Background: an optimization exercise with open tools, aiming at small area. Do not read the settings as production practice.
Only simulation tests tie the RTL to the original design; equivalence was not proved.
Power figures rest on the tool's default switching activity, not on a simulated workload.

## flow/design.v

```verilog
`default_nettype none
package hdc_pkg;
  localparam int unsigned HV_DIM     = 128;
  localparam int unsigned IM_ADDR_W  = 10;
  localparam int unsigned SET_W      = 3;
  localparam int unsigned INDEX_W    = 7;
  localparam int unsigned SEED_W     = 32;
  localparam int unsigned NUM_SETS   = 8;
  localparam int unsigned BUND_CNT_W = 8;
  localparam logic [SEED_W-1:0] CIM_BASE_SEED = 32'd621635317;
  localparam logic [NUM_SETS*SEED_W-1:0] ORTHO_SEEDS = {
    32'd2535149661,
    32'd2525737372,
    32'd4032445525,
    32'd811160829,
    32'd2850820469,
    32'd3074702788,
    32'd2391206478,
    32'd1103779247
  };
endpackage
module hdc_nor2  (input wire a, input wire b, output wire y);                  assign y = ~(a | b);              endmodule
module hdc_and2  (input wire a, input wire b, output wire y);                  assign y = a & b;                 endmodule
module hdc_xor2  (input wire a, input wire b, output wire y);                  assign y = a ^ b;                 endmodule
module hdc_xnor2 (input wire a, input wire b, output wire y);                  assign y = ~(a ^ b);              endmodule
module hdc_o21ai (input wire a1, input wire a2, input wire b1, output wire y); assign y = ~((a1 | a2) & b1);     endmodule
module hdc_o21a  (input wire a1, input wire a2, input wire b1, output wire y); assign y = (a1 | a2) & b1;        endmodule
module hdc_mux2i (input wire a0, input wire a1, input wire s, output wire y);  assign y = ~(s ? a1 : a0);         endmodule
`default_nettype wire
`default_nettype none
module item_mem_port (
  input  logic        cim_i,
  input  logic [9:0]  addr_i,
  input  logic        inv_i,
  output logic [31:0] nrot_o
);
  logic [31:0] seed;
  logic [4:0]  sel;
  logic [31:0] st [6];
  assign seed  = (cim_i ? hdc_pkg::CIM_BASE_SEED
                        : hdc_pkg::ORTHO_SEEDS[addr_i[9:7]*32 +: 32]) ^ {32{inv_i}};
  assign sel   = addr_i[4:0] & {5{~cim_i}};
  assign st[0] = seed;
  for (genvar k = 0; k < 5; k++) begin : g_stage
    for (genvar j = 0; j < 32; j++) begin : g_bit
      hdc_mux2i u_mux (
        .a0 ( st[k][j]                   ),
        .a1 ( st[k][(j + 32 - (1 << k)) % 32] ),
        .s  ( sel[k]                     ),
        .y  ( st[k+1][j]                 )
      );
    end
  end
  assign nrot_o = st[5];
endmodule
`default_nettype wire
`default_nettype none
module hv_bundler (
  input  logic         clk_i,
  input  logic         arst_n_i,
  input  logic         valid_i,
  input  logic         last_i,
  input  logic [127:0] e_i,        
  output logic         par_o,      
  output logic [127:0] qhv_o,
  output logic         qhv_valid_o
);
  logic start_q;
  logic par_q;
  logic qhv_valid_q;
  logic [127:0][7:0] x_q;
  logic [127:0][7:0] x_d;
  always_ff @(posedge clk_i or negedge arst_n_i) begin
    if (!arst_n_i) begin
      start_q     <= 1'b1;
      par_q       <= 1'b0;
      qhv_valid_q <= 1'b0;
    end else begin
      qhv_valid_q <= valid_i & last_i;
      if (valid_i) begin
        start_q <= last_i;
        par_q   <= ~par_o;
      end
    end
  end
  assign par_o = par_q & ~start_q;
  logic nvalid, nstart;
  assign nvalid = ~valid_i;
  assign nstart = ~start_q;
  for (genvar i = 0; i < 128; i++) begin : g_pos
    logic [7:0] t;     
    logic [6:0] nm, u;
    logic       m7;
    assign t[0] = e_i[i];
    for (genvar k = 0; k < 7; k++) begin : g_bit
      hdc_nor2 u_nm (.a(x_q[i][k]), .b(start_q), .y(nm[k]));
      if (k % 2 == 0) begin : g_even
        hdc_nor2  u_u (.a(nvalid), .b(t[k]), .y(u[k]));
        hdc_o21ai u_t (.a1(x_q[i][k]), .a2(start_q), .b1(t[k]), .y(t[k+1]));
      end else begin : g_odd
        hdc_and2  u_u (.a(valid_i), .b(t[k]), .y(u[k]));
        hdc_nor2  u_t (.a(t[k]), .b(nm[k]), .y(t[k+1]));
      end
      hdc_xnor2 u_d (.a(nm[k]), .b(u[k]), .y(x_d[i][k]));
    end
    hdc_and2  u_m7 (.a(x_q[i][7]), .b(nstart), .y(m7));
    hdc_xnor2 u_d7 (.a(m7), .b(t[7]), .y(x_d[i][7]));
    assign qhv_o[i] = x_q[i][7];
  end
  always_ff @(posedge clk_i) begin
    x_q <= x_d;
  end
  assign qhv_valid_o = qhv_valid_q;
endmodule
`default_nettype wire
`default_nettype none
module hdc_encoder_top (
  input  logic              clk_i,
  input  logic              arst_n_i,
  input  logic              req_valid_i,
  input  logic              req_last_i,
  input  logic              req_cim_a_i,
  input  logic              req_cim_b_i,
  input  logic [9:0]        req_addr_a_i,
  input  logic [9:0]        req_addr_b_i,
  output logic [127:0]      qhv_o,
  output logic              qhv_valid_o
);
  logic       valid_q;
  logic       last_q;
  logic       cim_a_q, cim_b_q;
  logic [9:0] addr_a_q, addr_b_q;
  always_ff @(posedge clk_i or negedge arst_n_i) begin
    if (!arst_n_i) begin
      valid_q <= 1'b0;
    end else begin
      valid_q <= req_valid_i;
    end
  end
  always_ff @(posedge clk_i) begin
    last_q   <= req_last_i;
    cim_a_q  <= req_cim_a_i;
    cim_b_q  <= req_cim_b_i;
    addr_a_q <= req_addr_a_i;
    addr_b_q <= req_addr_b_i;
  end
  logic         par, nvalid;
  logic [31:0]  nrot_a, nrot_b, per_x, per;
  logic [6:0]   flip_a, flip_b, lo, hi;
  assign nvalid = ~valid_q;
  item_mem_port u_im_a (.cim_i(cim_a_q), .addr_i(addr_a_q), .inv_i(par),  .nrot_o(nrot_a));
  item_mem_port u_im_b (.cim_i(cim_b_q), .addr_i(addr_b_q), .inv_i(1'b0), .nrot_o(nrot_b));
  for (genvar j = 0; j < 32; j++) begin : g_per
    hdc_xnor2 u_x (.a(nrot_a[j]), .b(nrot_b[j]), .y(per_x[j]));
    hdc_nor2  u_v (.a(nvalid), .b(per_x[j]), .y(per[j]));
  end
  assign flip_a = cim_a_q ? addr_a_q[9:3] : 7'd0;
  assign flip_b = cim_b_q ? addr_b_q[9:3] : 7'd0;
  assign lo = (flip_a < flip_b) ? flip_a : flip_b;
  assign hi = (flip_a < flip_b) ? flip_b : flip_a;
  logic [7:0]  lo_gln, lo_gen, hi_gln, hi_gen;
  logic [15:0] lo_lln, hi_lln;
  always_comb begin
    for (int v = 0; v < 8; v++) begin
      lo_gln[v] = ~(v < lo[6:4]);
      lo_gen[v] = ~(v == lo[6:4]);
      hi_gln[v] = ~((v < hi[6:4]) & valid_q);
      hi_gen[v] = ~((v == hi[6:4]) & valid_q);
    end
    for (int v = 0; v < 16; v++) begin
      lo_lln[v] = ~(v < lo[3:0]);
      hi_lln[v] = ~(v < hi[3:0]);
    end
  end
  logic [127:0] lt_lo, nlt_hi, band, e;
  for (genvar i = 0; i < 128; i++) begin : g_bind
    hdc_o21ai u_lo (.a1(lo_gen[i/16]), .a2(lo_lln[i%16]), .b1(lo_gln[i/16]), .y(lt_lo[i]));
    hdc_o21a  u_hi (.a1(hi_gen[i/16]), .a2(hi_lln[i%16]), .b1(hi_gln[i/16]), .y(nlt_hi[i]));
    hdc_nor2  u_bd (.a(nlt_hi[i]), .b(lt_lo[i]), .y(band[i]));
    hdc_xor2  u_e  (.a(per[i % 32]), .b(band[i]), .y(e[i]));
  end
  hv_bundler u_bundler (
    .clk_i       ( clk_i       ),
    .arst_n_i    ( arst_n_i    ),
    .valid_i     ( valid_q     ),
    .last_i      ( last_q      ),
    .e_i         ( e           ),
    .par_o       ( par         ),
    .qhv_o       ( qhv_o       ),
    .qhv_valid_o ( qhv_valid_o )
  );
endmodule
`default_nettype wire
```

## flow/run.sh

```bash
#!/bin/bash
# synth_recipe.tcl (not shown) runs the flow's synth.tcl, then flattens the netlist and writes it again
# the make line also repeats each setting of config.mk as NAME=value (left out here)
make -C /OpenROAD-flow-scripts/flow DESIGN_CONFIG=/design/flow/config.mk WORK_HOME=/design/flow/orfs CLKGATE_MAP_FILE= SYNTH_SCRIPT=/design/flow/synth_recipe.tcl finish
```

## flow/config.mk

```make
export PLATFORM = sky130hd
export DESIGN_NAME = hdc_encoder_top
export DESIGN_NICKNAME = hdc_encoder_top
export VERILOG_FILES = /design/flow/design.v
export SDC_FILE = /design/flow/constraint.sdc
export NUM_CORES = 4
export LEC_CHECK = 0
export ABC_AREA = 0
export CAP_MARGIN = 0
export CORE_MARGIN = 2
export CORE_UTILIZATION = 55
export CTS_BUF_LIST = sky130_fd_sc_hd__clkbuf_4 sky130_fd_sc_hd__clkbuf_8
export CTS_CLUSTER_SIZE = 30
export PLACE_DENSITY = 0.7
export SLEW_MARGIN = 0
export SYNTH_HIERARCHICAL = 1
```

## flow/constraint.sdc

```tcl
create_clock -name core_clock -period 5.0 [get_ports {clk_i}]
set_input_delay 1.0000 -clock core_clock [delete_from_list [all_inputs] [get_ports {clk_i}]]
set_output_delay 1.0000 -clock core_clock [all_outputs]
set_load 0.01 [all_outputs]
```

==> metrics.md, run 1 <==
| Metric | Value |
|---|---|
| Status | `no timing/DRC/antenna violations` |
| Io pins | `155` |
| Number of different library cells in the post-synthesis netlist | `56` |
| Biggest area contributors in the synthesized netlist | `dfxtp_1 (39%), xnor2_1 (18%), nor2_1 (14%)` |
| Number of instances in the synthesized netlist | `roughly 6,400` |
| Number of pins exceeding their max-slew limit in the final report | `0` |
| CTS Root Buffer Type | `clkbuf_8` |
| Residual DRC count | `0` |
| Final-stage net count | `6,868` |
| Chain of cells forming the critical path | `inv_1, ha_2, nand2b_4, a21oi_1, xnor2_1, mux2i_1, mux2i_1, mux2i_1, mux2i_1, mux2i_1, buf_4, xnor2_1, nor2_2, buf_4, xor2_2, o21ai_1, nor2_1, o21ai_1, nor2_1, o21ai_1, nor2_1, o21ai_1, xnor2_1` |
| Classification of the worst-slack hold path | `primary input to async pin` |
| First-pass DRT Iterations | `6` |
| Slowest CP cell | `ha_2` |
| Area delta synth->final | `16.1%` |
| Routed Antenna Nets | `0` |
| Buffers and inverters on the worst path | `3` |
| Number of vias in the routed layout | `41,800` |
| Slew at the pin closest to its max-slew limit | `1.10 ns` |
| Maximum buffer depth of the clock tree | `3` |
| Top routing layer in use | `met4` |
| Highest Clock Rate | `210 MHz` |
| Arrival time reported for the critical path endpoint | `5.48 ns` |
| Number of DRC violations after detailed-routing iteration 0 | `2,601` |
| WP data required | `5.73 ns` |
| Count of placed standard cells in the final layout, fillers left out | `8,221` |
| Average vias per placed instance | `5.08` |
| Total length of routed met2 wires | `~57 mm` |
| Met1 layer wirelength in the final routing | `61.6 mm` |
| DPL Wire Length | `86.2 mm` |
| Number of buffer cells added on primary ports | `154` |
| Initial antenna violation count | `2` |
| Total wire length | `127 mm` |
| Largest incremental delay on the critical path | `0.43 ns` |
| Async set-reset flop share out of synthesis | `less than 1%` |
| Largest net degree at the start of global routing | `approximately 210` |
| End-of-flow core utilization | `64.7%` |
| Starting density of the core | `55.7%` |
| Total clock sinks | `1,051` |
| Vias in the first global route | `roughly 40,000` |
| Fraction of the yosys area taken by sequential cells | `39.6%` |
| GP Congestion | `about 0.97` |
| Worst-path fanout max | `5` |
| Wirelength per Cell | `15.5 um` |
| Share of post-route cells with drive strength above 1 | `a little under a tenth` |
| Synthesis-stage register bit count | `1,051` |
| Worst VDD drop | `0.000361 V` |
| Clock input transition at the sequential cells of the worst setup and hold paths | `roughly 0.06 ns` |
| Total Die Area | `99,100 um2` |
| Most frequently used flop master after synthesis | `dfxtp_1` |
| Filler Cells Inserted | `8,153` |
| Slew HR | `26.6%` |
| Die boundary height | `315 um` |
| Wire length of the first global-routing pass | `208 mm` |
| Num rows | `roughly 110` |
| Final clock period utilization by the worst path | `95.2%` |
| Type of the setup path with the least slack | `register to register` |
| Power Density | `562 nW/um2` |
| Horizontal die dimension | `between 300 and 400 um` |
| Detailed route wirelength on metal3 | `5.18 mm` |
| Worst Setup Start Kind | `register` |
| Number of warnings issued by yosys | `11` |
| CTS buffer count | `171` |
| Fraction of post-synthesis cell area in the top cell type by area | `39.5%` |
| Placed insts | `roughly 8,000` |
| Static leakage power | `about 24 nW` |
| Most common cell in the netlist | `nor2_1` |
| EDFF count, synth | `0` |
| Total Routing Usage GR | `25.6%` |
| Count of final setup violators | `0` |
| Crit-path most repeated cell | `mux2i_1` |
| Total Negative Setup Slacks | `0 ns` |
| Critical path's top delay family | `simple AND/OR/NAND/NOR gates` |
| Final clock skew | `0.0470 ns` |
| Clock latency reported for the late side of the worst-skew pair | `0.87 ns` |
| Final global-route overflow total | `0` |
| Yosys top cell by area | `dfxtp_1` |
| Number of max-cap violations | `0` |
| Final hold violations | `0` |
| Time the worst path needs with I/O delays and setup | `4.76 ns` |
| Mean post-synth cell area | `8.35 um2` |
| Commonest cells in the netlist | `nor2_1 (1,991), xnor2_1 (1,119), dfxtp_1 (1,047)` |
| TritonCTS clock tree | `built` |
| Critical Path End Type | `register` |
| Count of H-tree levels built during CTS | `4` |
| Area of the core | `95,300 um2` |
| Combined area of all synthesized cells | `53,100 um2` |
## per-module statistics from Yosys (local to each module, per instance)
module	cell area, um2	cells inside	flops+latches	times used
hv_bundler	21600	1162	1027	1
hdc_encoder_top	1830	254	24	1
item_mem_port	726	105	0	2
hdc_mux2i	10.0	1	0	320
hdc_xnor2	8.76	1	0	1056
hdc_xor2	8.76	1	0	128
hdc_o21a	7.51	1	0	128
hdc_and2	6.26	1	0	512
hdc_o21ai	5.00	1	0	640
hdc_nor2	3.75	1	0	1952
## stage by stage
stage          hold WS (ns)  power [mW]  cell area (um2)  setup WS (ns)
2_1_floorplan         0.449        23.9            53600          -6.15
3_3_place_gp          0.460        26.3            57900        -0.0297
3_5_place_dp          0.463        26.8            57900        -0.0389
4_1_cts               0.275        34.9            61600         0.0916
5_1_grt               0.326        37.1            61700        -0.0104
6_report              0.367        34.7            61700          0.242
## timing repair
item | 4_1_cts | 5_1_grt
setup endpoints to repair | 1 | 62
hold buffers | 0 | 0
buffers inserted | 3 | 0
gates cloned | 0 | 0
gates resized for setup | 0 | 19
## per-layer routing
layer | vias up | GRT usage, %
met4 | 0 | 9.37
li1 | 21400 | -
met2 | 753 | 40.4
met1 | 19500 | 35.6
met3 | 189 | 3.87
met5 | - | 0
## layout make-up
type	instances	area, um2	share of cell area (%)
timing repair buffer	407	3920	6.35
multi-input combinational	5174	31400	50.8
inverter	20	91.3	0.148
sequential	1051	21100	34.2
clock inverter	33	342	0.554
tap	1265	1580	2.57
antenna	1	2.50	0.00406
clock buffer	270	3330	5.40
## sequential cells by signal, indices dropped and copies added, names as in the netlist
register and flops:
u_bundler.x_q 1024, addr_a_q 10, addr_b_q 10, cim_a_q 1, cim_b_q 1, last_q 1, u_bundler.par_q 1, u_bundler.qhv_valid_q 1
u_bundler.start_q 1, valid_q 1
## layout by cell type, fill, tap and decap left out, drive strengths merged, types with 16 or more instances in the layout
master and count:
and2 520, a21oi 44, ha 17, inv 28, dfxtp 1047, nor2b 22, clkbuf 270, conb 49
clkinv 17, o21a 131, nor2 1991, buf 253, nor3 17, nand2 57, clkdlybuf4s50 154, o21ai 665
xor2 128, xnor2 1120, nand2b 16, mux2i 325
## cells by family (layout without fill, tap and decap cells)
| group | Yosys count | count (layout) | share of synthesized area (%) |
|---|---|---|---|
| AO/OA/AOI/OAI | 875 | 875 | 9.04 |
| XOR/XNOR | 1248 | 1248 | 20.6 |
| adder cells (fa/ha/maj) | 18 | 18 | 0.422 |
| buffers and inverters | 184 | 730 | 2.39 |
| flip-flops | 1051 | 1051 | 39.6 |
| multiplexers | 335 | 335 | 6.34 |
| other | 2 | 50 | 0.0141 |
| AND/OR/NAND/NOR | 2649 | 2649 | 21.6 |
## path summary, 6_finish.rpt
path	startpoint	to	slack (ns)	cells after the start
worst max-delay path	addr_b_q[8]	u_bundler.x_q[215]	0.24	23
worst min-delay path	arst_n_i	valid_q	0.37	1
worst max register to register	addr_b_q[8]	u_bundler.x_q[215]	0.24	23
worst min register to register	last_q	u_bundler.qhv_valid_q	0.48	1
max in group asynchronous	arst_n_i	u_bundler.start_q	4.38	1
min in group core_clock	last_q	u_bundler.qhv_valid_q	0.48	1
## power by group
| group | internal, mW | switching [mW] |
|---|---|---|
| sequential | 12.6 | 1.70 |
| combinational | 5.97 | 6.53 |
| clock | 4.42 | 3.46 |
==> run 2: changes to the inputs <==
==> flow/config.mk (replaced) <==
export PLATFORM = sky130hd
export DESIGN_NAME = hdc_encoder_top
export DESIGN_NICKNAME = hdc_encoder_top
export VERILOG_FILES = /design/flow/design.v
export SDC_FILE = /design/flow/constraint.sdc
export NUM_CORES = 4
export LEC_CHECK = 0
export ABC_AREA = 0
export CAP_MARGIN = 20
export CORE_MARGIN = 2
export CORE_UTILIZATION = 55
export PLACE_DENSITY = 0.7
export SLEW_MARGIN = 20
export SYNTH_HIERARCHICAL = 1
==> metrics.md, run 2 <==
| Metric | Value |
|---|---|
| Number of different library cells in the post-synthesis netlist | `56 (unchanged)` |
| Initial antenna violation count | `1 (was 2)` |
| CTS Hold Buffers Added | `0 (unchanged)` |
| Number of warnings issued by yosys | `11 (unchanged)` |
| Horizontal die dimension | `315 um (unchanged)` |
| End-of-flow core utilization | `64.7% (about the same)` |
| Most frequently used flop master after synthesis | `dfxtp_1 (unchanged)` |
| Post-layout total power | `34.8 mW (was 34.7 mW)` |
| Multi-input logic area | `31,300 um2 (was 31,400 um2)` |
| Total clock sinks | `1,051 (unchanged)` |
| GP Congestion | `0.970 (unchanged)` |
| Die boundary height | `315 um (unchanged)` |
| TritonCTS clock tree | `built (unchanged)` |
| Area delta synth->final | `16.1% (about the same)` |
| CTS Root Buffer Type | `clkbuf_16 (was clkbuf_8)` |
| Most frequent standard cell in the layout excluding fill and tap cells | `nor2_1 (unchanged)` |
| Number of DRC violations after detailed-routing iteration 0 | `2,741 (was 2,601)` |
| Vias in the first global route | `39,700 (was 40,100)` |
| Synthesis-stage register bit count | `1,051 (unchanged)` |
| Routed Antenna Nets | `0 (unchanged)` |
| Fraction of the yosys area taken by sequential cells | `39.6% (unchanged)` |
| Total Die Area | `99,100 um2 (unchanged)` |
| Worst-path fanout max | `30 (was 5)` |
| Status | `no timing/DRC/antenna violations (unchanged)` |
| EDFF count, synth | `0 (unchanged)` |
| Number of buffer cells added on primary ports | `154 (unchanged)` |
| Final global-route overflow total | `0 (unchanged)` |
| Slew HR | `27.3% (was 26.6%)` |
| Setup repair after global routing missed its margin | `true` |
| Average vias per placed instance | `5.10 (was 5.08)` |
| DPL Wire Length | `86.2 mm (unchanged)` |
| Type of the setup path with the least slack | `register to register (unchanged)` |
| Classification of the worst-slack hold path | `register to register (was primary input to async pin)` |
| Worst Setup Start Kind | `register (unchanged)` |
| Combined area of all synthesized cells | `53,100 um2 (unchanged)` |
| Final-stage net count | `6,815 (was 6,868)` |
| Filler Cells Inserted | `8,179 (was 8,153)` |
| Total inserted antenna cells | `0 (was 1)` |
| Final clock period utilization by the worst path | `94.0% (was 95.2%)` |
| Count of final setup violators | `0 (unchanged)` |
| Slew at the pin closest to its max-slew limit | `1.09 ns (was 1.10 ns)` |
| Regs by FF count | `u_bundler.x_q: 1024 flops, addr_a_q: 10 flops, addr_b_q: 10 flops (unchanged)` |
| Biggest area contributors in the synthesized netlist | `dfxtp_1 (39%), xnor2_1 (18%), nor2_1 (14%) (unchanged)` |
| Largest net degree at the start of global routing | `213 (unchanged)` |
| Pre-CTS setup slack | `-0.0389 ns (unchanged)` |
| Commonest cells after routing, fill and taps aside | `nor2_1 (1,959), xnor2_1 (1,100), dfxtp_1 (1,044) (unchanged)` |
| Async set-reset flop share out of synthesis | `0.381% (unchanged)` |
| Count of H-tree levels built during CTS | `3 (was 4)` |
| Io pins | `155 (unchanged)` |
| Total wire length | `128 mm (was 127 mm)` |
| Maximum buffer depth of the clock tree | `3 (unchanged)` |
| Most common cell in the netlist | `nor2_1 (unchanged)` |
| Number of max-cap violations | `0 (unchanged)` |
| Residual DRC count | `0 (unchanged)` |
| Final hold violations | `0 (unchanged)` |
| Fraction of post-synthesis cell area in the top cell type by area | `39.5% (unchanged)` |
| Mean post-synth cell area | `8.35 um2 (unchanged)` |
| Sequential cell area | `21,100 um2 (unchanged)` |
| Time the worst path needs with I/O delays and setup | `4.70 ns (was 4.76 ns)` |
| Final clock skew | `0.0501 ns (was 0.0470 ns)` |
| Max FFs per register | `1,024 (unchanged)` |
| Starting density of the core | `55.7% (unchanged)` |
| Total Routing Usage GR | `25.6% (about the same)` |
| Power Density | `565 nW/um2 (was 562 nW/um2)` |
| Highest Clock Rate | `213 MHz (was 210 MHz)` |
| CTS buffer count | `107 (was 171)` |
| Clock input transition at the sequential cells of the worst setup and hold paths | `0.07 ns (was 0.06 ns)` |
| Commonest cells in the netlist | `nor2_1 (1,991), xnor2_1 (1,119), dfxtp_1 (1,047) (unchanged)` |
| Crit path setup slack, layout | `0.299 ns (was 0.242 ns)` |
| Arrival time reported for the critical path endpoint | `5.28 ns (was 5.48 ns)` |
| Wire length of the first global-routing pass | `208 mm (about the same)` |
| Number of vias in the routed layout | `41,500 (was 41,800)` |
| Number of instances in the synthesized netlist | `6,362 (unchanged)` |
| Area of the core | `95,300 um2 (unchanged)` |
| Wirelength per Cell | `15.7 um (was 15.5 um)` |
| First-pass DRT Iterations | `5 (was 6)` |
| Clock latency reported for the late side of the worst-skew pair | `0.71 ns (was 0.87 ns)` |
| Share of post-route cells with drive strength above 1 | `7.88% (was 9.53%)` |
| Yosys top cell by area | `dfxtp_1 (unchanged)` |
| Num rows | `113 (unchanged)` |
| Static leakage power | `24.3 nW (was 24.4 nW)` |
| Worst VDD drop | `0.000377 V (was 0.000361 V)` |
| Critical Path End Type | `register (unchanged)` |
| WP data required | `5.58 ns (was 5.73 ns)` |
| Number of pins exceeding their max-slew limit in the final report | `0 (unchanged)` |
| Top register by number of flip-flops | `u_bundler.x_q (unchanged)` |
run 2: changes by cell type in the layout (fill, tap and decap cells not counted), sizes merged:
cell / before / now
buf: 253 / 264
bufinv: 3 / 4
clkbuf: 270 / 162
clkinv: 17 / 27
clkinvlp: 5 / 2
diode: 1 / 0
inv: 28 / 25
run 2: per-module statistics from Yosys, one instance, submodules excluded:
module	copies in the design	cells	flip-flops and latches	cell area, um2
hdc_and2	512	1	0	6.26
hdc_encoder_top	1	254	24	1830
hdc_mux2i	320	1	0	10.0
hdc_nor2	1952	1	0	3.75
hdc_o21a	128	1	0	7.51
hdc_o21ai	640	1	0	5.00
hdc_xnor2	1056	1	0	8.76
hdc_xor2	128	1	0	8.76
hv_bundler	1	1162	1027	21600
item_mem_port	2	105	0	726
run 2: layout make-up:
class | count | area share [%]
Timing Repair Buffer | 418 | 6.50
Sequential cell | 1051 | 34.2
Multi-Input combinational cell | 5174 | 50.8
Inverter | 20 | 0.148
Tap cell | 1265 | 2.57
Clock inverter | 38 | 0.617
Clock buffer | 162 | 5.17
run 2: worst paths after layout:
kind / slack, ns / endpoint / cells after the start / start
worst max-delay path: 0.30 / u_bundler.x_q[959] / 22 / cim_b_q
worst min-delay path: 0.48 / u_bundler.qhv_valid_q / 1 / last_q
worst max register to register: 0.30 / u_bundler.x_q[959] / 22 / cim_b_q
worst min register to register: 0.48 / u_bundler.qhv_valid_q / 1 / last_q
max in group asynchronous: 4.23 / u_bundler.start_q / 1 / arst_n_i
min in group asynchronous: 0.52 / u_bundler.qhv_valid_q / 1 / arst_n_i
run 2: report_power, final:
group          switching, mW  internal [mW]  total, mW
clock network           3.41           4.62       8.03
logic                   6.55           5.98       12.5
registers               1.72           12.6       14.3
run 2: timing repair:
action | CTS | global route
setup buffers | 2 | 11
pin swaps | 0 | 0
setup endpoints to repair | 1 | 44
cloned | 0 | 0
resized for setup | 0 | 15
run 2: through the flow:
step | cell area (um2) | setup TNS [ns] | std cells | hold slack (ns)
2_1_floorplan | 53600 | -5490.16 | 6409 | 0.449
3_3_place_gp | 57900 | -0.0297 | 7914 | 0.460
3_5_place_dp | 57900 | -0.0389 | 7914 | 0.463
4_1_cts | 61500 | 0 | 8116 | 0.474
5_1_grt | 61700 | -0.0211 | 8128 | 0.483
6_report | 61700 | 0 | 8128 | 0.477
run 2: worst max-delay path, stage by stage, from the launching register on:
cell and delay (ns):
dfxtp_2 0.45, and2_1 0.19, inv_1 0.06, ha_1 0.28, a21boi_1 0.17, o22ai_4 0.25, o31a_1 0.28, buf_12 0.20
buf_12 0.19, nor2_1 0.06, a21oi_1 0.43, buf_4 0.22, o21ai_1 0.07, nor2_1 0.13, xor2_1 0.28, o21ai_1 0.14
nor2_1 0.17, o21ai_1 0.10, nor2_1 0.24, o21ai_1 0.15, nor2_1 0.18, o21ai_1 0.14, xnor2_1 0.18
run 2: cell families after synthesis:
family | Yosys count | synth area share [%]
AND/OR/NAND/NOR | 2649 | 21.6
XOR/XNOR | 1248 | 20.6
adder cells (fa/ha/maj) | 18 | 0.422
other | 2 | 0.0141
buffers and inverters | 184 | 2.39
flip-flops | 1051 | 39.6
AO/OA/AOI/OAI | 875 | 9.04
multiplexers | 335 | 6.34
run 2: layer usage:
| metal | up-vias | wire length, um | GRT usage [%] |
|---|---|---|---|
| li1 | 21300 | - | - |
| met1 | 19300 | 62200 | 35.7 |
| met2 | 677 | 56900 | 41.1 |
| met3 | 199 | 4610 | 3.05 |
| met4 | 0 | 3970 | 8.18 |
| met5 | - | 0 | 0 |
==> run 3: changes to the inputs <==
--- a/flow/config.mk
+++ b/flow/config.mk
@@ -7,8 +7,10 @@
 export LEC_CHECK = 0
 export ABC_AREA = 0
-export CAP_MARGIN = 20
+export CAP_MARGIN = 0
 export CORE_MARGIN = 2
-export CORE_UTILIZATION = 55
-export PLACE_DENSITY = 0.7
-export SLEW_MARGIN = 20
+export CORE_UTILIZATION = 65
+export CTS_BUF_LIST = sky130_fd_sc_hd__clkbuf_8
+export GPL_TIMING_DRIVEN = 0
+export PLACE_DENSITY = 0.8
+export SLEW_MARGIN = 0
 export SYNTH_HIERARCHICAL = 1
==> metrics.md, run 3 <==
| Metric | Value |
|---|---|
| Status | `no timing/DRC/antenna violations (unchanged)` |
| Layout Cell Area excl Fill | `62,500 um2 (was 61,700 um2)` |
| CTS buffer count | `165 (was 107)` |
| Count of H-tree levels built during CTS | `4 (was 3)` |
| Placed insts | `7,662 (was 7,914)` |
| Total Routing Usage GR | `29.3% (was 25.6%)` |
| Mean post-synth cell area | `8.35 um2 (unchanged)` |
| Number of different library cells in the post-synthesis netlist | `56 (unchanged)` |
| Final global-route overflow total | `0 (unchanged)` |
| Largest net degree at the start of global routing | `157 (was 213)` |
| Top routing layer in use | `met4 (unchanged)` |
| Setup repair after global routing missed its margin | `true (unchanged)` |
| Worst VDD drop | `0.000393 V (was 0.000377 V)` |
| Yosys top cell by area | `dfxtp_1 (unchanged)` |
| Crit path setup slack, layout | `0.121 ns (was 0.299 ns)` |
| Regs by FF count | `u_bundler.x_q: 1024 flops, addr_a_q: 10 flops, addr_b_q: 10 flops (unchanged)` |
| Top register by number of flip-flops | `u_bundler.x_q (unchanged)` |
| Detailed route wirelength on metal3 | `6.07 mm (was 4.61 mm)` |
| Number of instances in the synthesized netlist | `6,362 (unchanged)` |
| Io pins | `155 (unchanged)` |
| Filler Cells Inserted | `5,619 (was 8,179)` |
| Worst hold-check slack | `0.390 ns (was 0.477 ns)` |
| Crit-path most repeated cell | `o21ai_1` |
| Chain of cells forming the critical path | `buf_4, and2_4, inv_1, ha_1, nand4_1, o31ai_4, buf_8, mux2i_4, nand3_4, buf_4, o21a_1, nor2_2, xor2_2, buf_4, o21ai_1, nor2_1, o21ai_1, nor2_1, o21ai_1, nor2_1, o21ai_1, xnor2_1 (was and2_1, inv_1, ha_1, a21boi_1, o22ai_4, o31a_1, buf_12, buf_12, nor2_1, a21oi_1, buf_4, o21ai_1, nor2_1, xor2_1, o21ai_1, nor2_1, o21ai_1, nor2_1, o21ai_1, nor2_1, o21ai_1, xnor2_1)` |
| CTS Root Buffer Type | `clkbuf_8 (was clkbuf_16)` |
| Vias in the first global route | `42,400 (was 39,700)` |
| Slowest CP cell | `mux2i_4 (was dfxtp_2)` |
| Critical path's top delay family | `simple AND/OR/NAND/NOR gates (was compound AO/OA/AOI/OAI gates)` |
| Buffers and inverters on the worst path | `5 (was 4)` |
| Total wire length | `128 mm (about the same)` |
| Commonest cells after routing, fill and taps aside | `nor2_1 (1,931), xnor2_1 (1,099), dfxtp_1 (1,039) (was nor2_1 (1,959), xnor2_1 (1,100), dfxtp_1 (1,044))` |
| Clock input transition at the sequential cells of the worst setup and hold paths | `0.06 ns (was 0.07 ns)` |
| Share of post-route cells with drive strength above 1 | `10.6% (was 7.88%)` |
| Total length of routed met2 wires | `61.3 mm (was 56.9 mm)` |
| Number of warnings issued by yosys | `11 (unchanged)` |
| Biggest area contributors in the synthesized netlist | `dfxtp_1 (39%), xnor2_1 (18%), nor2_1 (14%) (unchanged)` |
| Critical Path End Type | `register (unchanged)` |
| First-pass DRT Iterations | `6 (was 5)` |
| Arrival time reported for the critical path endpoint | `5.60 ns (was 5.28 ns)` |
| Count of placed standard cells in the final layout, fillers left out | `8,014 (was 8,128)` |
| Starting density of the core | `65.8% (was 55.7%)` |
| Average vias per placed instance | `5.34 (was 5.10)` |
| Power Density | `553 nW/um2 (was 565 nW/um2)` |
| Number of DRC violations after detailed-routing iteration 0 | `2,792 (was 2,741)` |
| Static leakage power | `24.8 nW (was 24.3 nW)` |
| GP Congestion | `0.935 (was 0.970)` |
| TritonCTS clock tree | `built (unchanged)` |
| Final hold violations | `0 (unchanged)` |
| EDFF count, synth | `0 (unchanged)` |
| End-of-flow core utilization | `77.5% (was 64.7%)` |
| Clock latency reported for the late side of the worst-skew pair | `0.86 ns (was 0.71 ns)` |
| Synthesis-stage register bit count | `1,051 (unchanged)` |
| Area of the core | `80,700 um2 (was 95,300 um2)` |
| Count of final setup violators | `0 (unchanged)` |
| Combined area of all synthesized cells | `53,100 um2 (unchanged)` |
| Num rows | `104 (was 113)` |
| WP data required | `5.73 ns (was 5.58 ns)` |
| Fraction of post-synthesis cell area in the top cell type by area | `39.5% (unchanged)` |
| Final clock skew | `0.0547 ns (was 0.0501 ns)` |
| Most frequently used flop master after synthesis | `dfxtp_1 (unchanged)` |
| Number of pins exceeding their max-slew limit in the final report | `0 (unchanged)` |
| Worst Setup Start Kind | `register (unchanged)` |
| Async set-reset flop share out of synthesis | `0.381% (unchanged)` |
| Maximum buffer depth of the clock tree | `3 (unchanged)` |
| Slew HR | `46.5% (was 27.3%)` |
| Number of max-cap violations | `0 (unchanged)` |
| Fraction of the yosys area taken by sequential cells | `39.6% (unchanged)` |
| Final clock period utilization by the worst path | `97.6% (was 94.0%)` |
| Area delta synth->final | `17.7% (was 16.1%)` |
| Type of the setup path with the least slack | `register to register (unchanged)` |
| Horizontal die dimension | `290 um (was 315 um)` |
| Classification of the worst-slack hold path | `primary input to async pin (was register to register)` |
| Met1 layer wirelength in the final routing | `56.3 mm (was 62.2 mm)` |
| Pre-CTS setup slack | `-1.12 ns (was -0.0389 ns)` |
| Largest incremental delay on the critical path | `0.43 ns (was 0.45 ns)` |
| Wirelength per Cell | `15.9 um (was 15.7 um)` |
| Most common cell in the netlist | `nor2_1 (unchanged)` |
| Highest Clock Rate | `205 MHz (was 213 MHz)` |
| Wire length of the first global-routing pass | `206 mm (was 208 mm)` |
| Die boundary height | `290 um (was 315 um)` |
| Post-detailed-placement cell area | `57,500 um2 (was 57,900 um2)` |
| Residual DRC count | `0 (unchanged)` |
| Multi-input logic area | `32,500 um2 (was 31,300 um2)` |
| DPL Wire Length | `82.7 mm (was 86.2 mm)` |
| Worst-path fanout max | `10 (was 30)` |
| Max FFs per register | `1,024 (unchanged)` |
| Routed Antenna Nets | `0 (unchanged)` |
| Number of buffer cells added on primary ports | `154 (unchanged)` |
| Total clock sinks | `1,051 (unchanged)` |
| Time the worst path needs with I/O delays and setup | `4.88 ns (was 4.70 ns)` |
| Number of vias in the routed layout | `42,800 (was 41,500)` |
| Total Die Area | `84,000 um2 (was 99,100 um2)` |
| Final-stage net count | `6,872 (was 6,815)` |
| Most frequent standard cell in the layout excluding fill and tap cells | `nor2_1 (unchanged)` |
| Initial antenna violation count | `2 (was 1)` |
| Slew at the pin closest to its max-slew limit | `0.795 ns (was 1.09 ns)` |
| Sequential cell area | `21,100 um2 (about the same)` |
| Commonest cells in the netlist | `nor2_1 (1,991), xnor2_1 (1,119), dfxtp_1 (1,047) (unchanged)` |
-- run 3: cell counts after synthesis --
Identical to the previous run, type by type.
-- run 3: path summary, 6_finish.rpt --
| kind | start | endpoint | slack, ns | cells past startpoint |
|---|---|---|---|---|
| max | cim_b_q | u_bundler.x_q[199] | 0.12 | 22 |
| min | arst_n_i | valid_q | 0.39 | 1 |
| max reg2reg | cim_b_q | u_bundler.x_q[199] | 0.12 | 22 |
| min reg2reg | last_q | u_bundler.qhv_valid_q | 0.49 | 1 |
| max in group asynchronous | arst_n_i | u_bundler.start_q | 4.36 | 1 |
| min in group core_clock | last_q | u_bundler.qhv_valid_q | 0.49 | 1 |
-- run 3: layer usage --
| metal | vias to the layer above | GRT usage (%) |
|---|---|---|
| li1 | 21400 | - |
| met1 | 20200 | 37.3 |
| met2 | 945 | 49.9 |
| met3 | 276 | 5.07 |
| met4 | 0 | 10.5 |
| met5 | - | 0 |
-- run 3: what timing repair did --
| item | 4_1_cts | 5_1_grt |
|---|---|---|
| pin swaps | 3 | 7 |
| endpoints found under the setup margin | 842 | 417 |
| gates cloned | 0 | 6 |
| buffers inserted | 28 | 27 |
| gates resized for setup | 120 | 126 |
| hold buffers | 0 | 0 |
-- run 3: cells by family after synthesis --
group | Yosys count | share of synthesized area, %
compound gates | 875 | 9.04
xor+xnor | 1248 | 20.6
fa+ha+maj | 18 | 0.422
buf+inv | 184 | 2.39
flops | 1051 | 39.6
mux | 335 | 6.34
other cells | 2 | 0.0141
simple gates | 2649 | 21.6
-- run 3: Yosys stat by module, one instance, submodules excluded, excerpt --
module	cell area (um2)	copies in the design	cells
item_mem_port	726	2	105
hdc_and2	6.26	512	1
hdc_o21a	7.51	128	1
hv_bundler	21600	1	1162
hdc_mux2i	10.0	320	1
hdc_xor2	8.76	128	1
-- run 3: layout make-up --
class                   count  share of cell area [%]
multi-input cells        5179                    52.0
flip-flops and latches   1051                    33.7
repair buffers            249                    4.79
clock buffers             203                    4.47
well taps                1060                    2.12
plain buffers             163                    1.98
clock inverters            86                   0.786
inverters                  20                   0.160
diodes                      3                  0.0120
-- run 3: through the flow --
step	setup TNS [ns]	total power [mW]
4_1_cts	-0.00102	34.4
3_5_place_dp	-356.94	26.8
2_1_floorplan	-5490.16	23.9
6_report	0	34.6
3_3_place_gp	-	26.4
5_1_grt	-0.333	36.8
-- run 3: report_power, final --
part	total (mW)	switching, mW	leakage [nW]	internal (mW)
logic	13.1	6.86	14.0	6.23
clock network	7.15	3.37	1.90	3.78
registers	14.3	1.77	8.84	12.6
==> run 4: changes to the inputs <==
--- a/flow/design.v
+++ b/flow/design.v
@@ -31,6 +31,6 @@
 module item_mem_port (
   input  logic        cim_i,
-  input  logic [9:0]  addr_i,
-  input  logic        inv_i,
+  input  logic [2:0]  set_i,
+  input  logic [4:0]  rot_i,      
   output logic [31:0] nrot_o
 );
@@ -39,6 +39,6 @@
   logic [31:0] st [6];
   assign seed  = (cim_i ? hdc_pkg::CIM_BASE_SEED
-                        : hdc_pkg::ORTHO_SEEDS[addr_i[9:7]*32 +: 32]) ^ {32{inv_i}};
-  assign sel   = addr_i[4:0] & {5{~cim_i}};
+                        : hdc_pkg::ORTHO_SEEDS[set_i*32 +: 32]);
+  assign sel   = rot_i & {5{~cim_i}};
   assign st[0] = seed;
   for (genvar k = 0; k < 5; k++) begin : g_stage
@@ -130,5 +130,12 @@
   logic       last_q;
   logic       cim_a_q, cim_b_q;
-  logic [9:0] addr_a_q, addr_b_q;
+  logic [2:0] set_a_q, set_b_q;
+  logic [4:0] rot_a_q, rot_b_q;
+  logic [6:0] lo_q, hi_q;
+  logic [6:0] flip_a, flip_b, lo_d, hi_d;
+  assign flip_a = req_cim_a_i ? req_addr_a_i[9:3] : 7'd0;
+  assign flip_b = req_cim_b_i ? req_addr_b_i[9:3] : 7'd0;
+  assign lo_d   = (flip_a < flip_b) ? flip_a : flip_b;
+  assign hi_d   = (flip_a < flip_b) ? flip_b : flip_a;
   always_ff @(posedge clk_i or negedge arst_n_i) begin
     if (!arst_n_i) begin
@@ -139,24 +146,27 @@
   end
   always_ff @(posedge clk_i) begin
-    last_q   <= req_last_i;
-    cim_a_q  <= req_cim_a_i;
-    cim_b_q  <= req_cim_b_i;
-    addr_a_q <= req_addr_a_i;
-    addr_b_q <= req_addr_b_i;
+    last_q  <= req_last_i;
+    cim_a_q <= req_cim_a_i;
+    cim_b_q <= req_cim_b_i;
+    set_a_q <= req_addr_a_i[9:7];
+    set_b_q <= req_addr_b_i[9:7];
+    rot_a_q <= req_addr_a_i[4:0];
+    rot_b_q <= req_addr_b_i[4:0];
+    lo_q    <= lo_d;
+    hi_q    <= hi_d;
   end
   logic         par, nvalid;
-  logic [31:0]  nrot_a, nrot_b, per_x, per;
-  logic [6:0]   flip_a, flip_b, lo, hi;
+  logic [31:0]  nrot_a, nrot_b, per_x, per_p, per;
+  logic [6:0]   lo, hi;
   assign nvalid = ~valid_q;
-  item_mem_port u_im_a (.cim_i(cim_a_q), .addr_i(addr_a_q), .inv_i(par),  .nrot_o(nrot_a));
-  item_mem_port u_im_b (.cim_i(cim_b_q), .addr_i(addr_b_q), .inv_i(1'b0), .nrot_o(nrot_b));
+  item_mem_port u_im_a (.cim_i(cim_a_q), .set_i(set_a_q), .rot_i(rot_a_q), .nrot_o(nrot_a));
+  item_mem_port u_im_b (.cim_i(cim_b_q), .set_i(set_b_q), .rot_i(rot_b_q), .nrot_o(nrot_b));
   for (genvar j = 0; j < 32; j++) begin : g_per
     hdc_xnor2 u_x (.a(nrot_a[j]), .b(nrot_b[j]), .y(per_x[j]));
-    hdc_nor2  u_v (.a(nvalid), .b(per_x[j]), .y(per[j]));
-  end
-  assign flip_a = cim_a_q ? addr_a_q[9:3] : 7'd0;
-  assign flip_b = cim_b_q ? addr_b_q[9:3] : 7'd0;
-  assign lo = (flip_a < flip_b) ? flip_a : flip_b;
-  assign hi = (flip_a < flip_b) ? flip_b : flip_a;
+    hdc_xor2  u_p (.a(per_x[j]), .b(par), .y(per_p[j]));
+    hdc_nor2  u_v (.a(nvalid), .b(per_p[j]), .y(per[j]));
+  end
+  assign lo = lo_q;
+  assign hi = hi_q;
   logic [7:0]  lo_gln, lo_gen, hi_gln, hi_gen;
   logic [15:0] lo_lln, hi_lln;
==> flow/config.mk (replaced) <==
export PLATFORM = sky130hd
export DESIGN_NAME = hdc_encoder_top
export DESIGN_NICKNAME = hdc_encoder_top
export VERILOG_FILES = /design/flow/design.v
export SDC_FILE = /design/flow/constraint.sdc
export NUM_CORES = 4
export LEC_CHECK = 0
export ABC_AREA = 0
export CAP_MARGIN = 20
export CORE_MARGIN = 2
export CORE_UTILIZATION = 55
export PLACE_DENSITY = 0.7
export SLEW_MARGIN = 20
export SYNTH_HIERARCHICAL = 1
==> metrics.md, run 4 <==
| Metric | Value |
|---|---|
| Final hold violations | `0 (unchanged)` |
| Post-detailed-placement cell area | `56,100 um2 (was 57,500 um2)` |
| Number of DRC violations after detailed-routing iteration 0 | `2,719 (was 2,792)` |
| Buffers and inverters on the worst path | `2 (was 5)` |
| End-of-flow core utilization | `63.1% (was 77.5%)` |
| Biggest area contributors in the synthesized netlist | `dfxtp_1 (40%), xnor2_1 (18%), nor2_1 (14%) (was dfxtp_1 (39%), xnor2_1 (18%), nor2_1 (14%))` |
| DPL Wire Length | `79.6 mm (was 82.7 mm)` |
| Post-synthesis compound-gate area fraction | `8.65% (was 9.04%)` |
| Number of vias in the routed layout | `40,100 (was 42,800)` |
| Count of H-tree levels built during CTS | `3 (was 4)` |
| Total Routing Usage GR | `24.2% (was 29.3%)` |
| Max FFs per register | `1,024 (unchanged)` |
| Number of instances in the synthesized netlist | `6,236 (was 6,362)` |
| Vias in the first global route | `38,800 (was 42,400)` |
| Number of buffer cells added on primary ports | `154 (unchanged)` |
| Parity-gate share of the synthesized area counting xor and xnor cells | `20.3% (was 20.6%)` |
| Synthesis-stage register bit count | `1,061 (was 1,051)` |
| Type of the setup path with the least slack | `register to register (unchanged)` |
| Wirelength per Cell | `15.2 um (was 15.9 um)` |
| Slew at the pin closest to its max-slew limit | `1.16 ns (was 0.795 ns)` |
| Combined area of all synthesized cells | `52,500 um2 (was 53,100 um2)` |
| Filler Cells Inserted | `8,164 (was 5,619)` |
| Worst Setup Start Kind | `register (unchanged)` |
| Arithmetic-cell share of the synthesized area counting full adders, half adders and majority gates | `0.476% (was 0.422%)` |
| Terminating pin of the worst hold path | `u_bundler.x_q[445]` |
| Worst hold-check slack | `0.496 ns (was 0.390 ns)` |
| Final global-route overflow total | `0 (unchanged)` |
| Multiplexer area fraction after synthesis | `6.36% (was 6.34%)` |
| Regs by FF count | `u_bundler.x_q: 1024 flops, hi_q: 7 flops, lo_q: 7 flops (was u_bundler.x_q: 1024 flops, addr_a_q: 10 flops, addr_b_q: 10 flops)` |
| GP Congestion | `0.907 (was 0.935)` |
| Final clock period utilization by the worst path | `93.2% (was 97.6%)` |
| Time the worst path needs with I/O delays and setup | `4.66 ns (was 4.88 ns)` |
| Io pins | `155 (unchanged)` |
| Total wire length | `120 mm (was 128 mm)` |
| Sequential cell area | `21,300 um2 (was 21,100 um2)` |
| Count of final setup violators | `0 (unchanged)` |
| Clock latency reported for the late side of the worst-skew pair | `0.71 ns (was 0.86 ns)` |
| Startpoint of the tightest hold check path | `u_bundler.x_q[445]` |
| Static leakage power | `23.6 nW (was 24.8 nW)` |
| Hold depth | `2` |
| Share of post-route cells with drive strength above 1 | `5.66% (was 10.6%)` |
| Number of warnings issued by yosys | `11 (unchanged)` |
| Residual DRC count | `0 (unchanged)` |
| Async set-reset flop share out of synthesis | `0.377% (was 0.381%)` |
| Worst r2r path cells | `22 (unchanged)` |
| Commonest cells in the netlist | `nor2_1 (1,965), dfxtp_1 (1,057), xnor2_1 (1,056) (was nor2_1 (1,991), xnor2_1 (1,119), dfxtp_1 (1,047))` |
| Most frequently used flop master after synthesis | `dfxtp_1 (unchanged)` |
| Layout Cell Area excl Fill | `59,800 um2 (was 62,500 um2)` |
| Yosys top cell by area | `dfxtp_1 (unchanged)` |
| Wire length of the first global-routing pass | `198 mm (was 206 mm)` |
| CTS Root Buffer Type | `clkbuf_16 (was clkbuf_8)` |
| Worst VDD drop | `0.000344 V (was 0.000393 V)` |
| Combinational family with the most area after synthesis | `simple AND/OR/NAND/NOR gates (unchanged)` |
| Maximum buffer depth of the clock tree | `3 (unchanged)` |
| Power Density | `567 nW/um2 (was 553 nW/um2)` |
| Critical Path End Type | `register (unchanged)` |
| Num rows | `113 (was 104)` |
| Die boundary height | `313 um (was 290 um)` |
| Multi-input logic area | `30,500 um2 (was 32,500 um2)` |
| Most frequent standard cell in the layout excluding fill and tap cells | `nor2_1 (unchanged)` |
| Total Die Area | `98,000 um2 (was 84,000 um2)` |
| Highest Clock Rate | `215 MHz (was 205 MHz)` |
| Slew HR | `22.1% (was 46.5%)` |
| First-pass DRT Iterations | `6 (unchanged)` |
| Area of the core | `94,900 um2 (was 80,700 um2)` |
| Starting density of the core | `55.4% (was 65.8%)` |
| Horizontal die dimension | `313 um (was 290 um)` |
| Commonest cells after routing, fill and taps aside | `nor2_1 (1,959), dfxtp_1 (1,056), xnor2_1 (1,053) (was nor2_1 (1,931), xnor2_1 (1,099), dfxtp_1 (1,039))` |
| Worst reg2reg path startpoint | `set_a_q[0] (was cim_b_q)` |
| Arrival time reported for the critical path endpoint | `5.23 ns (was 5.60 ns)` |
| Number of max-cap violations | `0 (unchanged)` |
| Top register by number of flip-flops | `u_bundler.x_q (unchanged)` |
| Final-stage net count | `6,578 (was 6,872)` |
| WP data required | `5.57 ns (was 5.73 ns)` |
| Fraction of post-synthesis cell area in the top cell type by area | `40.3% (was 39.5%)` |
| Average vias per placed instance | `5.08 (was 5.34)` |
| CTS buffer count | `109 (was 165)` |
| Slowest CP cell | `dfxtp_1 (was mux2i_4)` |
| Total clock sinks | `1,061 (was 1,051)` |
| Critical path's top delay family | `simple AND/OR/NAND/NOR gates (unchanged)` |
| Clock input transition at the sequential cells of the worst setup and hold paths | `0.06 ns (about the same)` |
| Chain of cells forming the critical path | `inv_1, ha_1, and2_1, o21bai_1, mux2i_2, mux2i_1, mux2i_1, mux2i_1, mux2i_1, xnor2_1, xor2_1, nor2_1, buf_12, xor2_2, o21ai_1, nor2_1, o21ai_1, nor2_1, o21ai_1, nor2_1, o21ai_1, xnor2_1 (was buf_4, and2_4, inv_1, ha_1, nand4_1, o31ai_4, buf_8, mux2i_4, nand3_4, buf_4, o21a_1, nor2_2, xor2_2, buf_4, o21ai_1, nor2_1, o21ai_1, nor2_1, o21ai_1, nor2_1, o21ai_1, xnor2_1)` |
| Reg2reg end | `u_bundler.x_q[111] (was u_bundler.x_q[199])` |
| Largest incremental delay on the critical path | `0.45 ns (was 0.43 ns)` |
| Routed Antenna Nets | `0 (unchanged)` |
| Worst-path fanout max | `7 (was 10)` |
| Reg2Reg Setup Slack | `0.34 ns (was 0.12 ns)` |
| Post-layout total power | `33.9 mW (was 34.6 mW)` |
| Fraction of the yosys area taken by sequential cells | `40.5% (was 39.6%)` |
| Number of different library cells in the post-synthesis netlist | `44 (was 56)` |
| Fraction of the mapped netlist area in simple logic gates | `21.5% (was 21.6%)` |
| Count of placed standard cells in the final layout, fillers left out | `7,891 (was 8,014)` |
| Final clock skew | `0.0430 ns (was 0.0547 ns)` |
| Setup repair after global routing missed its margin | `true (unchanged)` |
| Largest net degree at the start of global routing | `219 (was 157)` |
| TritonCTS clock tree | `built (unchanged)` |
| Initial antenna violation count | `1 (was 2)` |
| Classification of the worst-slack hold path | `register to register (was primary input to async pin)` |
| Status | `no timing/DRC/antenna violations (unchanged)` |
| Placed insts | `7,685 (was 7,662)` |
| Most common cell in the netlist | `nor2_1 (unchanged)` |
| EDFF count, synth | `0 (unchanged)` |
| Number of pins exceeding their max-slew limit in the final report | `0 (unchanged)` |
| Mean post-synth cell area | `8.43 um2 (was 8.35 um2)` |
| Area delta synth->final | `13.9% (was 17.7%)` |
run 4: cell count changes after synthesis, sizes merged, moves of 10 or more:
cell | previous run | this run
a21oi | 44 | 22
a31oi | 11 | 1
buf | 155 | 142
dfxtp | 1047 | 1057
mux2 | 10 | 0
nand2 | 57 | 34
nor2 | 1991 | 1965
o21ai | 665 | 648
xnor2 | 1120 | 1056
xor2 | 128 | 160
run 4: worst max path at each step:
stage	start	endpoint	slack, ns	depth (start not counted)
detailed placement	set_a_q[0]	u_bundler.x_q[223]	0.35	22
CTS	set_a_q[0]	u_bundler.x_q[575]	0.29	21
finish	set_a_q[0]	u_bundler.x_q[111]	0.34	22
global placement	set_b_q[1]	u_bundler.x_q[111]	0.37	22
floorplan	u_bundler.start_q	u_bundler.x_q[1014]	-6.68	12
global route	set_a_q[0]	u_bundler.x_q[255]	-0.08	22
run 4: area by class of cell:
type                            instances  area share (%)
Tap cell                             1265            2.64
Clock inverter                         47           0.755
Sequential cell                      1061            35.5
Inverter                               20           0.142
Clock buffer                          154            5.30
Timing Repair Buffer                  288            4.61
Multi-Input combinational cell       5052            51.0
Antenna cell                            4          0.0167
run 4: what timing repair did:
item                                   4_1_cts  5_1_grt
hold buffers                                 0        0
endpoints found under the hold margin        0        0
gates resized for setup                      0       25
setup endpoints to repair                    0       76
buffers inserted                             0        0
run 4: per-module statistics from Yosys (local to each module, per instance):
module / flip-flops and latches / copies in the design / area (um2)
hdc_and2: 0 / 512 / 6.26
hdc_encoder_top: 34 / 1 / 1460
hdc_mux2i: 0 / 320 / 10.0
hdc_nor2: 0 / 1952 / 3.75
hdc_o21a: 0 / 128 / 7.51
hdc_o21ai: 0 / 640 / 5.00
hdc_xnor2: 0 / 1056 / 8.76
hdc_xor2: 0 / 160 / 8.76
hv_bundler: 1027 / 1 / 21600
item_mem_port: 0 / 2 / 482
run 4: report_power, final:
part | internal (mW) | switching, mW | total [mW]
Clock | 4.77 | 3.39 | 8.16
Combinational | 5.44 | 5.98 | 11.4
Sequential | 12.6 | 1.73 | 14.4
run 4: cells by family (layout without fill, tap and decap cells):
| logic type | Yosys count | after routing |
|---|---|---|
| compound gates | 823 | 823 |
| xor+xnor | 1216 | 1216 |
| fa+ha+maj | 20 | 20 |
| buf+inv | 172 | 509 |
| flops | 1061 | 1061 |
| mux | 334 | 334 |
| other cells | 3 | 56 |
| simple gates | 2607 | 2607 |
run 4: layer usage:
metal  GRT usage (%)  up-vias  wire (um)
met1            33.3    18600      57300
met2            39.4      704      54400
met5               0        -          0
met4            7.27        0       3070
met3            3.12      217       4920
li1                -    20600          -
run 4: worst register-to-register path, delay by kind of cell, from the launching register on:
| kind | cells | cell delay [ns] |
|---|---|---|
| fa+ha+maj | 1 | 0.40 |
| buf+inv | 2 | 0.30 |
| xor+xnor | 4 | 0.89 |
| compound gates | 5 | 0.67 |
| mux | 5 | 0.90 |
| simple gates | 5 | 0.94 |
| flops | 1 | 0.45 |
run 4: per-stage QoR:
step	setup slack (ns)	TNS, ns
2_1_floorplan	-6.68	-6257.29
3_3_place_gp	0.373	0
3_5_place_dp	0.345	0
4_1_cts	0.288	0
5_1_grt	-0.0840	-0.614
6_report	0.339	0
==> run 5: changes to the inputs <==
--- a/flow/config.mk
+++ b/flow/config.mk
@@ -10,4 +10,6 @@
 export CORE_MARGIN = 2
 export CORE_UTILIZATION = 55
+export CTS_CLUSTER_DIAMETER = 80
+export CTS_CLUSTER_SIZE = 20
 export PLACE_DENSITY = 0.7
 export SLEW_MARGIN = 20
==> metrics.md, run 5 <==
| Metric | Value |
|---|---|
| Total wire length | `118 mm (was 120 mm)` |
| Combined area of all synthesized cells | `52,500 um2 (unchanged)` |
| Number of instances in the synthesized netlist | `6,236 (unchanged)` |
| Total Die Area | `98,000 um2 (unchanged)` |
| Worst VDD drop | `0.000291 V (was 0.000344 V)` |
| Mean post-synth cell area | `8.43 um2 (unchanged)` |
| Starting density of the core | `55.4% (unchanged)` |
| Yosys top cell by area | `dfxtp_1 (unchanged)` |
| Sequential cell area | `21,300 um2 (about the same)` |
| Vias in the first global route | `38,200 (was 38,800)` |
| Regs by FF count | `u_bundler.x_q: 1024 flops, hi_q: 7 flops, lo_q: 7 flops (unchanged)` |
| Largest net degree at the start of global routing | `219 (unchanged)` |
| Commonest cells after routing, fill and taps aside | `nor2_1 (1,960), dfxtp_1 (1,055), xnor2_1 (1,054) (was nor2_1 (1,959), dfxtp_1 (1,056), xnor2_1 (1,053))` |
| First-pass DRT Iterations | `6 (unchanged)` |
| Routed Antenna Nets | `0 (unchanged)` |
| Number of warnings issued by yosys | `11 (unchanged)` |
| Arrival time reported for the critical path endpoint | `5.19 ns (was 5.23 ns)` |
| Maximum buffer depth of the clock tree | `3 (unchanged)` |
| GP Congestion | `0.907 (unchanged)` |
| Final clock period utilization by the worst path | `93.1% (was 93.2%)` |
| Worst-path fanout max | `7 (unchanged)` |
| Highest Clock Rate | `215 MHz (about the same)` |
| Power Density | `539 nW/um2 (was 567 nW/um2)` |
| Number of vias in the routed layout | `39,600 (was 40,100)` |
| Number of buffer cells added on primary ports | `154 (unchanged)` |
| Crit path launch | `set_a_q[1] (was set_a_q[0])` |
| Final hold violations | `0 (unchanged)` |
| Most frequently used flop master after synthesis | `dfxtp_1 (unchanged)` |
| Wirelength per Cell | `15.2 um (about the same)` |
| Die boundary height | `313 um (unchanged)` |
| Total clock sinks | `1,061 (unchanged)` |
| CTS Root Buffer Type | `clkbuf_16 (unchanged)` |
| Slowest CP cell | `dfxtp_1 (unchanged)` |
| Share of post-route cells with drive strength above 1 | `4.21% (was 5.66%)` |
| WP data required | `5.54 ns (was 5.57 ns)` |
| Io pins | `155 (unchanged)` |
| Async set-reset flop share out of synthesis | `0.377% (unchanged)` |
| Chain of cells forming the critical path | `inv_1, ha_1, nor2b_1, a211oi_2, mux2i_1, mux2i_1, mux2i_1, mux2i_1, mux2i_1, xnor2_2, xor2_1, nor2_1, buf_4, xor2_1, o21ai_1, nor2_1, o21ai_1, nor2_1, o21ai_1, nor2_1, o21ai_1, xnor2_1 (was inv_1, ha_1, and2_1, o21bai_1, mux2i_2, mux2i_1, mux2i_1, mux2i_1, mux2i_1, xnor2_1, xor2_1, nor2_1, buf_12, xor2_2, o21ai_1, nor2_1, o21ai_1, nor2_1, o21ai_1, nor2_1, o21ai_1, xnor2_1)` |
| Filler Cells Inserted | `8,399 (was 8,164)` |
| Worst reg2reg path startpoint | `set_a_q[1] (was set_a_q[0])` |
| Most frequent standard cell in the layout excluding fill and tap cells | `nor2_1 (unchanged)` |
| Reg2Reg Setup Slack | `0.35 ns (was 0.34 ns)` |
| Initial antenna violation count | `1 (unchanged)` |
| Residual DRC count | `0 (unchanged)` |
| Buffers and inverters on the worst path | `2 (unchanged)` |
| Critical Path End Type | `register (unchanged)` |
| CTS Hold Buffers Added | `0 (unchanged)` |
| Total Routing Usage GR | `23.9% (was 24.2%)` |
| Clock input transition at the sequential cells of the worst setup and hold paths | `0.08 ns (was 0.06 ns)` |
| Fraction of the yosys area taken by sequential cells | `40.5% (unchanged)` |
| Post-detailed-placement cell area | `56,100 um2 (unchanged)` |
| Critical path's top delay family | `multiplexers (was simple AND/OR/NAND/NOR gates)` |
| Area delta synth->final | `10.6% (was 13.9%)` |
| Horizontal die dimension | `313 um (unchanged)` |
| Worst Setup Start Kind | `register (unchanged)` |
| Crit-path most repeated cell | `mux2i_1` |
| Number of DRC violations after detailed-routing iteration 0 | `2,956 (was 2,719)` |
| Capturing instance or port of the critical path | `u_bundler.x_q[903] (was u_bundler.x_q[111])` |
| Biggest area contributors in the synthesized netlist | `dfxtp_1 (40%), xnor2_1 (18%), nor2_1 (14%) (unchanged)` |
| Status | `no timing/DRC/antenna violations (unchanged)` |
| Average vias per placed instance | `5.09 (was 5.08)` |
| Area of the core | `94,900 um2 (unchanged)` |
| Top register by number of flip-flops | `u_bundler.x_q (unchanged)` |
| Slew HR | `17.7% (was 22.1%)` |
| DPL Wire Length | `79.6 mm (unchanged)` |
| Number of different library cells in the post-synthesis netlist | `44 (unchanged)` |
| TritonCTS clock tree | `built (unchanged)` |
| Count of final setup violators | `0 (unchanged)` |
| Time the worst path needs with I/O delays and setup | `4.65 ns (was 4.66 ns)` |
| Crit path setup slack, layout | `0.347 ns (was 0.339 ns)` |
| Max FFs per register | `1,024 (unchanged)` |
| Count of H-tree levels built during CTS | `3 (unchanged)` |
| Final-stage net count | `6,535 (was 6,578)` |
| Number of pins exceeding their max-slew limit in the final report | `0 (unchanged)` |
| End-of-flow core utilization | `61.3% (was 63.1%)` |
| Total Negative Setup Slacks | `0 ns (unchanged)` |
| Fraction of post-synthesis cell area in the top cell type by area | `40.3% (unchanged)` |
| Num rows | `113 (unchanged)` |
| Final global-route overflow total | `0 (unchanged)` |
| Reg2reg end | `u_bundler.x_q[903] (was u_bundler.x_q[111])` |
| Multi-input logic area | `30,500 um2 (about the same)` |
| Slew at the pin closest to its max-slew limit | `1.22 ns (was 1.16 ns)` |
| Clock latency reported for the late side of the worst-skew pair | `0.65 ns (was 0.71 ns)` |
| Number of max-cap violations | `0 (unchanged)` |
| Wire length of the first global-routing pass | `196 mm (was 198 mm)` |
| Layout Cell Area excl Fill | `58,100 um2 (was 59,800 um2)` |
| Most common cell in the netlist | `nor2_1 (unchanged)` |
| Setup repair after global routing missed its margin | `true (unchanged)` |
| CTS buffer count | `66 (was 109)` |
| Pre-CTS setup slack | `0.345 ns (unchanged)` |
| Synthesis-stage register bit count | `1,061 (unchanged)` |
| Classification of the worst-slack hold path | `register to register (unchanged)` |
| Static leakage power | `22.8 nW (was 23.6 nW)` |
| Worst r2r path cells | `22 (unchanged)` |
| Largest incremental delay on the critical path | `0.38 ns (was 0.45 ns)` |
| Commonest cells in the netlist | `nor2_1 (1,965), dfxtp_1 (1,057), xnor2_1 (1,056) (unchanged)` |
| Type of the setup path with the least slack | `register to register (unchanged)` |
| EDFF count, synth | `0 (unchanged)` |
| Critical path depth in cells | `22 (unchanged)` |
| Final clock skew | `0.0242 ns (was 0.0430 ns)` |
## run 5: cell counts after synthesis
No cell type changed its count.
## run 5: worst min path at each step
| stage | depth (start not counted) | from | slack [ns] | end |
|---|---|---|---|---|
| after floorplan | 1 | last_q | 0.45 | u_bundler.qhv_valid_q |
| after global placement | 2 | u_bundler.x_q[1] | 0.48 | u_bundler.x_q[1] |
| after detailed placement | 2 | u_bundler.x_q[565] | 0.49 | u_bundler.x_q[565] |
| after CTS | 2 | u_bundler.x_q[189] | 0.51 | u_bundler.x_q[189] |
| after global routing | 1 | last_q | 0.51 | u_bundler.qhv_valid_q |
| final | 2 | u_bundler.x_q[941] | 0.50 | u_bundler.x_q[941] |
## run 5: what timing repair did
item	4_1_cts	5_1_grt
buffers inserted	0	0
setup endpoints to repair	0	68
gates resized for setup	0	22
## run 5: Yosys stat by module (local to each module, per instance)
module / area [um2] / flops+latches / cells / times used
hdc_and2: 6.26 / 0 / 1 / 512
hdc_encoder_top: 1460 / 34 / 166 / 1
hdc_mux2i: 10.0 / 0 / 1 / 320
hdc_nor2: 3.75 / 0 / 1 / 1952
hdc_o21a: 7.51 / 0 / 1 / 128
hdc_o21ai: 5.00 / 0 / 1 / 640
hdc_xnor2: 8.76 / 0 / 1 / 1056
hdc_xor2: 8.76 / 0 / 1 / 160
hv_bundler: 21600 / 1027 / 1162 / 1
item_mem_port: 482 / 0 / 70 / 2
## run 5: power by group
group / switching [mW] / leakage (nW) / total, mW / internal (mW)
clock network: 2.88 / 0.958 / 5.59 / 2.70
logic: 5.96 / 12.9 / 11.4 / 5.43
registers: 1.73 / 8.93 / 14.3 / 12.6
total: 10.6 / 22.8 / 31.3 / 20.7
## run 5: area by class of cell
cell class              count  share of cell area (%)
clock buffers              74                    3.04
diodes                      3                  0.0129
well taps                1265                    2.72
repair buffers            288                    4.74
flip-flops and latches   1061                    36.6
inverters                  20                   0.146
clock inverters            12                   0.314
multi-input cells        5052                    52.4
## run 5: through the flow
stage	cells	power (mW)	hold slack, ns
after floorplan	6285	23.4	0.449
after global placement	7685	25.3	0.479
after detailed placement	7685	25.8	0.486
after CTS	7771	31.5	0.506
after global routing	7774	33.6	0.508
final	7775	31.3	0.499
## run 5: worst reg2reg max path, delay by kind of cell (launching register included)
family | cells | cell delay, ns
multiplexers | 5 | 1.17
AO/OA/AOI/OAI | 5 | 0.56
flip-flops | 1 | 0.38
AND/OR/NAND/NOR | 5 | 1.04
buffers and inverters | 2 | 0.36
XOR/XNOR | 4 | 0.83
adder cells (fa/ha/maj) | 1 | 0.23
## run 5: kinds of logic after synthesis
kind of cell	Yosys count	share of synthesized area, %
AO/OA/AOI/OAI	823	8.65
XOR/XNOR	1216	20.3
adder cells (fa/ha/maj)	20	0.476
buffers and inverters	172	2.23
flip-flops	1061	40.5
multiplexers	334	6.36
other	3	0.0214
AND/OR/NAND/NOR	2607	21.5
## run 5: metal layers
metal  vias up  wire [um]  global-route usage (%)
met2       585      53800                    39.2
met5         -          0                       0
li1      20400          -                       -
met3       149       4410                    2.82
met1     18400      57300                    33.3
met4         0       2490                    6.20

==> what the ideal ports hide <==
The flow's constraints put no driver on any port. The routed layouts listed below were extracted and timed again, unchanged, in two steps. Step 1: set_driving_cell puts a clkbuf_16 on clk_i and a buf_2 on each other input, an assumption about the parent block. Step 2, shift: input delay + t, output delay - t, t = (earliest + latest rising clock arrival at the registers) / 2. This alone moves slack from input paths to output paths. a / b / c = no drivers / after step 1 / after step 2; a / b = the first two.
run | shift t [ns] | slack for setup (ns) | worst setup path at the end | cell pins on the clock port's net
run 1 | 0.916 | 0.242 / 0.242 / 0.242 | register to register | 1
run 2 | 0.755 | 0.299 / 0.299 / 0.299 | register to register | 1
run 3 | 0.903 | 0.121 / 0.121 / 0.121 | register to register | 1
run 4 | 0.763 | 0.339 / 0.339 / 0.339 | register to register | 1
run 5 | 0.712 | 0.347 / 0.347 / 0.347 | register to register | 1
After both steps every run listed still meets setup and hold.
